Context: an optimization exercise on an open-source flow, tuned for small area, a short achievable clock period and few clock cycles per item. The choices shown serve that exercise and are no tape-out recipe.

== P ==
Design angle_to_cursor_calibrated_mapper_top, start of the top module:
module angle_to_cursor_calibrated_mapper_top (
   input  logic        clock,
   input  logic        reset,
   input  logic        req_tvalid,
   output logic        req_tready,
   input  logic [23:0] req_tdata,    
   input  logic [2:0]  req_tuser,    
   output logic        rsp_tvalid,
   input  logic        rsp_tready,
   output logic [39:0] rsp_tdata,    
   output logic [0:0]  rsp_tuser,    
   input  logic        csr_we,
   input  logic [1:0]  csr_index,
   input  logic [13:0] csr_wdata
);
==> module acm_back, before the edit <==
module acm_back (
   input  logic        clock,
   input  logic        reset,
   input  logic        adv,
   input  logic        i_v,
   input  logic        i_pv,
   input  logic        i_sx,
   input  logic        i_sy,
   input  logic [1:0]  i_la,
   input  logic [1:0]  i_ra,
   input  logic [8:0]  i_dx,
   input  logic [8:0]  i_dy,
   input  logic [8:0]  i_ex,
   input  logic [8:0]  i_ey,
   input  logic [13:0] span_x,
   input  logic [13:0] span_y,
   input  logic [11:0] margin_x,
   input  logic [11:0] margin_y,
   output logic        o_v,
   output logic [36:0] o_rsp       
);
   localparam int NST = 8;
   logic        vc_ff, pvc_ff, sxc_ff, syc_ff;
   logic [1:0]  lac_ff, rac_ff;
   logic [22:0] sxs_ff, sxc2_ff, sys_ff, syc2_ff;
   logic [8:0]  exc_ff, eyc_ff;
   logic [45:0] mx_cs, my_cs;
   acm_mul u_mul_x (.span(span_x), .mag(i_dx), .cs(mx_cs));
   acm_mul u_mul_y (.span(span_y), .mag(i_dy), .cs(my_cs));
   always_ff @(posedge clock) begin
      if (reset) vc_ff <= 1'b0;
      else if (adv) vc_ff <= i_v;
      if (adv) begin
         pvc_ff <= i_pv;
         sxc_ff <= i_sx;
         syc_ff <= i_sy;
         lac_ff <= i_la;
         rac_ff <= i_ra;
         {sxs_ff, sxc2_ff} <= mx_cs;
         {sys_ff, syc2_ff} <= my_cs;
         exc_ff <= i_ex;
         eyc_ff <= i_ey;
      end
   end
   logic        vm_ff, pvm_ff, sxm_ff, sym_ff;
   logic [1:0]  lam_ff, ram_ff;
   logic [22:0] nxm_ff, nym_ff;
   logic [8:0]  exm_ff, eym_ff;
   logic [22:0] nx, ny;
   logic [8:0]  ex0, ey0;
   acm_cpa u_cpa_x (.s(sxs_ff), .c(sxc2_ff), .e(exc_ff), .n(nx), .e_out(ex0));
   acm_cpa u_cpa_y (.s(sys_ff), .c(syc2_ff), .e(eyc_ff), .n(ny), .e_out(ey0));
   always_ff @(posedge clock) begin
      if (reset) vm_ff <= 1'b0;
      else if (adv) vm_ff <= vc_ff;
      if (adv) begin
         pvm_ff <= pvc_ff;
         sxm_ff <= sxc_ff;
         sym_ff <= syc_ff;
         lam_ff <= lac_ff;
         ram_ff <= rac_ff;
         nxm_ff <= nx;
         nym_ff <= ny;
         exm_ff <= ex0;
         eym_ff <= ey0;
      end
   end
   logic        v_ff  [NST];
   logic        pv_ff [NST];
   logic        sx_ff [NST];
   logic        sy_ff [NST];
   logic [1:0]  la_ff [NST];
   logic [1:0]  ra_ff [NST];
   logic [24:0] wx_ff [NST];
   logic [24:0] wy_ff [NST];
   logic [8:0]  ex_ff [NST];
   logic [8:0]  ey_ff [NST];
   logic [24:0] wx_n [NST];
   logic [24:0] wy_n [NST];
   acm_div2 u_div_x0 (.w({2'b00, nxm_ff}), .d(exm_ff), .w_out(wx_n[0]));
   acm_div2 u_div_y0 (.w({2'b00, nym_ff}), .d(eym_ff), .w_out(wy_n[0]));
   always_ff @(posedge clock) begin
      if (reset) v_ff[0] <= 1'b0;
      else if (adv) v_ff[0] <= vm_ff;
      if (adv) begin
         pv_ff[0] <= pvm_ff;
         sx_ff[0] <= sxm_ff;
         sy_ff[0] <= sym_ff;
         la_ff[0] <= lam_ff;
         ra_ff[0] <= ram_ff;
         wx_ff[0] <= wx_n[0];
         wy_ff[0] <= wy_n[0];
         ex_ff[0] <= exm_ff;
         ey_ff[0] <= eym_ff;
      end
   end
   for (genvar s = 1; s < NST; s++) begin : g_div
      acm_div2 u_div_x (.w(wx_ff[s-1]), .d(ex_ff[s-1]), .w_out(wx_n[s]));
      acm_div2 u_div_y (.w(wy_ff[s-1]), .d(ey_ff[s-1]), .w_out(wy_n[s]));
      always_ff @(posedge clock) begin
         if (reset) v_ff[s] <= 1'b0;
         else if (adv) v_ff[s] <= v_ff[s-1];
         if (adv) begin
            pv_ff[s] <= pv_ff[s-1];
            sx_ff[s] <= sx_ff[s-1];
            sy_ff[s] <= sy_ff[s-1];
            la_ff[s] <= la_ff[s-1];
            ra_ff[s] <= ra_ff[s-1];
            wx_ff[s] <= wx_n[s];
            wy_ff[s] <= wy_n[s];
            ex_ff[s] <= ex_ff[s-1];
            ey_ff[s] <= ey_ff[s-1];
         end
      end
   end
   logic pv_l;
   logic [15:0] px, py;
   acm_place u_place_x (.q(wx_ff[NST-1][15:0]), .neg(sx_ff[NST-1]), .m(margin_x), .p(px));
   acm_place u_place_y (.q(wy_ff[NST-1][15:0]), .neg(sy_ff[NST-1]), .m(margin_y), .p(py));
   assign pv_l = pv_ff[NST-1];
   assign o_v  = v_ff[NST-1];
   assign o_rsp = {pv_l, ra_ff[NST-1], la_ff[NST-1], pv_l ? py : 16'd0, pv_l ? px : 16'd0};
endmodule
==> module acm_div2, before the edit <==
module acm_div2 (
   input  logic [24:0] w,
   input  logic [8:0]  d,
   output logic [24:0] w_out
);
   assign w_out = acm_pkg::div_step(acm_pkg::div_step(w, d), d);
endmodule
==> module acm_place, before the edit <==
module acm_place (
   input  logic [15:0] q,
   input  logic        neg,
   input  logic [11:0] m,
   output logic [15:0] p
);
   logic [17:0] s;
   always_comb begin
      if (!neg) begin
         s = {2'b00, q} + {6'd0, m};
         p = (s > 18'd32767) ? 16'h7fff : s[15:0];
      end else begin
         s = {6'd0, m} - {2'b00, q};
         p = ($signed(s) < -18'sd32768) ? 16'h8000 : s[15:0];
      end
   end
endmodule
export LEC_CHECK = 0
export ABC_AREA = 1
export CAP_MARGIN = 20
export CORE_MARGIN = 2
export CORE_UTILIZATION = 40
export SETUP_SLACK_MARGIN = 4.3
export SLEW_MARGIN = 20
export SYNTH_HIERARCHICAL = 1
create_clock -name core_clock -period 7.5 [get_ports {clock}]
run.sh (not shown) runs the stock make flow with config.mk's settings and CLKGATE_MAP_FILE= SYNTH_SCRIPT=/design/flow/synth_recipe.tcl, a recipe that flattens the netlist after the stock synthesis.
> inputs changed (P -> Q)
diff --git a/flow/design.v b/flow/design.v
--- a/flow/design.v
+++ b/flow/design.v
@@ -437,14 +437,14 @@
    logic [24:0] wx_ff [NST];
    logic [24:0] wy_ff [NST];
    logic [8:0]  ex_ff [NST];
    logic [8:0]  ey_ff [NST];
    logic [24:0] wx_n [NST];
    logic [24:0] wy_n [NST];
-   acm_div2 u_div_x0 (.w({2'b00, nxm_ff}), .d(exm_ff), .w_out(wx_n[0]));
-   acm_div2 u_div_y0 (.w({2'b00, nym_ff}), .d(eym_ff), .w_out(wy_n[0]));
+   acm_div4 u_div_x0 (.w({2'b00, nxm_ff}), .d(exm_ff), .w_out(wx_n[0]));
+   acm_div4 u_div_y0 (.w({2'b00, nym_ff}), .d(eym_ff), .w_out(wy_n[0]));
    always_ff @(posedge clock) begin
       if (reset) v_ff[0] <= 1'b0;
       else if (adv) v_ff[0] <= vm_ff;
       if (adv) begin
          pv_ff[0] <= pvm_ff;
          sx_ff[0] <= sxm_ff;
@@ -455,14 +455,14 @@
          wy_ff[0] <= wy_n[0];
          ex_ff[0] <= exm_ff;
          ey_ff[0] <= eym_ff;
       end
    end
    for (genvar s = 1; s < NST; s++) begin : g_div
-      acm_div2 u_div_x (.w(wx_ff[s-1]), .d(ex_ff[s-1]), .w_out(wx_n[s]));
-      acm_div2 u_div_y (.w(wy_ff[s-1]), .d(ey_ff[s-1]), .w_out(wy_n[s]));
+      acm_div4 u_div_x (.w(wx_ff[s-1]), .d(ex_ff[s-1]), .w_out(wx_n[s]));
+      acm_div4 u_div_y (.w(wy_ff[s-1]), .d(ey_ff[s-1]), .w_out(wy_n[s]));
       always_ff @(posedge clock) begin
          if (reset) v_ff[s] <= 1'b0;
          else if (adv) v_ff[s] <= v_ff[s-1];
          if (adv) begin
             pv_ff[s] <= pv_ff[s-1];
             sx_ff[s] <= sx_ff[s-1];
@@ -498,34 +498,47 @@
    output logic [22:0] n,
    output logic [8:0]  e_out
 );
    assign n     = s + c;
    assign e_out = ({2'b00, n[22:16]} >= e) ? 9'd0 : e;
 endmodule
-module acm_div2 (
+module acm_div4 (
    input  logic [24:0] w,
    input  logic [8:0]  d,
    output logic [24:0] w_out
 );
-   assign w_out = acm_pkg::div_step(acm_pkg::div_step(w, d), d);
+   logic [11:0] x, nd1, nd2, cs_s, cs_c, u1, u2, u3;
+   logic [8:0]  r;
+   logic [1:0]  q;
+   always_comb begin
+      x    = {1'b0, w[24:14]};
+      nd1  = ~{3'b000, d};
+      nd2  = ~{2'b00, d, 1'b0};
+      cs_s = x ^ nd1 ^ nd2;
+      cs_c = {(x[10:0] & nd1[10:0]) | (x[10:0] & nd2[10:0]) | (nd1[10:0] & nd2[10:0]), 1'b0};
+      u1   = x + nd1 + 12'd1;
+      u2   = x + nd2 + 12'd1;
+      u3   = cs_s + cs_c + 12'd2;
+      if (!u3[11])      begin q = 2'd3; r = u3[8:0]; end
+      else if (!u2[11]) begin q = 2'd2; r = u2[8:0]; end
+      else if (!u1[11]) begin q = 2'd1; r = u1[8:0]; end
+      else              begin q = 2'd0; r = x[8:0];  end
+      w_out = {r, w[13:0], q};
+   end
 endmodule
 module acm_place (
    input  logic [15:0] q,
    input  logic        neg,
    input  logic [11:0] m,
    output logic [15:0] p
 );
-   logic [17:0] s;
+   logic signed [17:0] s;
    always_comb begin
-      if (!neg) begin
-         s = {2'b00, q} + {6'd0, m};
-         p = (s > 18'd32767) ? 16'h7fff : s[15:0];
-      end else begin
-         s = {6'd0, m} - {2'b00, q};
-         p = ($signed(s) < -18'sd32768) ? 16'h8000 : s[15:0];
-      end
+      s = $signed({6'd0, m}) + $signed({2'b00, q} ^ {18{neg}}) + $signed({17'd0, neg});
+      if (!neg) p = (s > 18'sd32767)  ? 16'h7fff : s[15:0];
+      else      p = (s < -18'sd32768) ? 16'h8000 : s[15:0];
    end
 endmodule
 `timescale 1ns / 1ps
 module angle_to_cursor_calibrated_mapper_top (
    input  logic        clock,
    input  logic        reset,
Q completed; timing, DRC and antenna clean
P → Q: period utilization decreased by 1.9 points relative to the old numbers, per-cell routed wire length shows a reduction of about 6%, largest net degree at the start of global routing grew by 9.
Met3 global-route usage: Q vs P up 0.32 points
Re HPWL reported at the end of detailed placement: Q is 13000 µm up on P.
Sort Q and P by sequential share of layout area asc -> top: P
Via count sits higher in Q than in P.
Function was not checked in any run of this note: the RTL went through the layout flow alone.

[re-timing with driven ports]
No port has a modelled driver above. Below, the same layouts with a new extraction and two added sets of constraints.
Step 1 (the two cells are an assumption about what drives the block):
set clk [get_ports {clock}]
set_driving_cell -lib_cell sky130_fd_sc_hd__clkbuf_16 $clk
set_driving_cell -lib_cell sky130_fd_sc_hd__buf_2 [delete_from_list [all_inputs] $clk]
Step 2, shift: input delay + t, output delay - t, t = (earliest + latest rising clock arrival at the registers) / 2. This alone moves slack from input paths to output paths.
a / b / c = ideal ports / drivers / drivers and shift; a / b = the first two.
run | t (ns) | slack for setup (ns) | hold WS [ns] | worst setup path after step 2 | worst slew at a driven data input, ns
P | 0.840 | 4.256 / 4.256 / 3.682 | 0.382 / 0.382 / 0.382 | input to register | 0.05
Q | 0.845 | 4.400 / 4.348 / 3.596 | 0.386 / 0.386 / 0.386 | input to register | 0.16
After both steps every run listed still meets setup and hold. For Q, which loses most, drivers alone change the setup slack by -0.052 ns; drivers and shift together by -0.804 ns.
